Context: an optimization exercise on an open-source flow, tuned for small area and few clock cycles. The choices shown serve that exercise and are no tape-out recipe.
The RTL was checked by simulation tests, not by an equivalence proof against the original design.
No activity file was given, so power comes from the tool's default toggle rates.

Setup of old:
Design pot_oversample_ema_hysteresis_top, start of the top module:
module pot_oversample_ema_hysteresis_top (
    input  logic                              clk,
    input  logic                              rst_n,
    input  logic                              in_valid,
    output logic                              in_ready,
    input  logic [14:0]                       in_req,
    output logic                              out_valid,
    input  logic                              out_ready,
    output logic [18:0]                       out_req,
    input  logic                              cfg_write,
    input  logic [pot_ema_pkg::CFG_IDX_W-1:0] cfg_index,
    input  logic [pot_ema_pkg::CFG_W-1:0]     cfg_data
);
    pot_ema_pkg::cfg_t cfg;
    pot_ema_pkg::out_t res;
    pot_ema_pkg::out_t tap;
    pot_ema_pkg::in_t  in_req_s;
    pot_ema_pkg::out_t out_req_s;
    assign in_req_s = in_req;
    assign out_req  = out_req_s;
    logic              res_valid;
    logic              res_full;
    pot_ema_cfg u_cfg (
        .clk       (clk),
        .rst_n     (rst_n),
        .cfg_write (cfg_write),
        .cfg_index (cfg_index),
        .cfg_data  (cfg_data),
        .cfg       (cfg)
    );
    pot_ema_core u_core (
        .clk       (clk),
        .rst_n     (rst_n),
        .in_valid  (in_valid),
        .in_ready  (in_ready),
        .in_req    (in_req_s),
        .cfg       (cfg),
        .res_full  (res_full),
        .res_valid (res_valid),
        .res       (res),
        .tap       (tap)
    );
    pot_ema_out u_out (
        .clk       (clk),
        .rst_n     (rst_n),
        .res_valid (res_valid),
        .res_full  (res_full),
        .res       (res),
        .tap       (tap),
        .out_valid (out_valid),
        .out_ready (out_ready),
        .out_req   (out_req_s)
    );
endmodule
Size: about 1,500 cells after synthesis, ~550 flip-flops, roughly 58 I/O pins, about 20,000 µm² of cells after synthesis.
==> flow/config.mk <==
export PLATFORM = sky130hd
export DESIGN_NAME = pot_oversample_ema_hysteresis_top
export DESIGN_NICKNAME = pot_oversample_ema_hysteresis_top
export VERILOG_FILES = /design/flow/design.v
export SDC_FILE = /design/flow/constraint.sdc
export NUM_CORES = 4
export LEC_CHECK = 0
export CAP_MARGIN = 5
export CORE_MARGIN = 2
export CORE_UTILIZATION = 40
export CTS_BUF_LIST = sky130_fd_sc_hd__clkbuf_8
export CTS_CLUSTER_DIAMETER = 60
export CTS_CLUSTER_SIZE = 20
export GPL_TIMING_DRIVEN = 0
export SLEW_MARGIN = 5
==> flow/constraint.sdc <==
create_clock -name core_clock -period 20.0 [get_ports {clk}]
set_input_delay 4.0000 -clock core_clock [delete_from_list [all_inputs] [get_ports {clk}]]
set_output_delay 4.0000 -clock core_clock [all_outputs]
set_load 0.01 [all_outputs]
run.sh (not shown) runs the stock make flow with config.mk's settings and CLKGATE_MAP_FILE= SYNTH_SCRIPT=/design/flow/synth_recipe.tcl, a recipe that flattens the netlist after the stock synthesis.
old went all the way through synthesis, placement and routing and the layout is clean on timing, DRC and antenna.
Testbench counts of old, summed over its fixed seeds: cycles 33,204.
[inputs] new vs old
# old
export LEC_CHECK = 0
export CAP_MARGIN = 5
export CORE_MARGIN = 2
export CORE_UTILIZATION = 40
export CTS_BUF_LIST = sky130_fd_sc_hd__clkbuf_8
export CTS_CLUSTER_DIAMETER = 60
export CTS_CLUSTER_SIZE = 20
export GPL_TIMING_DRIVEN = 0
export SLEW_MARGIN = 5
create_clock -name core_clock -period 20.0 [get_ports {clk}]
# new
export LEC_CHECK = 0
export CAP_MARGIN = 5
export CORE_MARGIN = 2
export CORE_UTILIZATION = 60
export CTS_BUF_LIST = sky130_fd_sc_hd__clkbuf_8
export CTS_CLUSTER_DIAMETER = 60
export CTS_CLUSTER_SIZE = 20
export GPL_TIMING_DRIVEN = 0
export SLEW_MARGIN = 5
create_clock -name core_clock -period 20.0 [get_ports {clk}]
Findings:
new: PASS, flow complete, no timing, DRC or antenna violations
There was hardly any difference in smallest setup slack after layout between old and new.
The higher data required time at the worst endpoint of old and new is in new.
When the final numbers for old and new were put side by side, the final standard cell utilization of the core turned out to be greater in new.
[compare] base=old new=new: fraction of met2 tracks used by global routing +11 points, number of non-clock buffers in the layout now sits lower, share of power burned in the clock network decreased 0.6 points.

## afterwards: timing with drivers on the ports
The flow's constraints put no driver on any port. The routed layouts listed below were extracted and timed again, unchanged, in two steps. Step 1 (the two cells are an assumption about what drives the block):
set clk [get_ports {clk}]
set_driving_cell -lib_cell sky130_fd_sc_hd__clkbuf_16 $clk
set_driving_cell -lib_cell sky130_fd_sc_hd__buf_2 [delete_from_list [all_inputs] $clk]
Step 2 adds t to the input delays and takes it off the output delays; t is the mean of the earliest and latest rising clock arrival at the registers after step 1. Input paths then give back, and output paths get back, about the clock's delay inside the block. a / b / c = ideal / step 1 / step 2; a / b = the first two.
| run | t, ns | setup slack, ns | hold WS [ns] | worst setup path at the end | worst register clock-pin slew, ns |
|---|---|---|---|---|---|
| old | 0.680 | 0.520 / 0.548 / -0.133 | 0.290 / 0.290 / 0.290 | input to register | 0.12 / 0.12 |
| new | 0.645 | 0.522 / 0.541 / -0.103 | 0.305 / 0.305 / 0.305 | input to register | 0.12 / 0.12 |
Met with ideal ports but missed after step 2: setup timing in old and new. For old, which loses most, drivers alone change the setup slack by +0.028 ns; drivers and shift together by -0.653 ns.
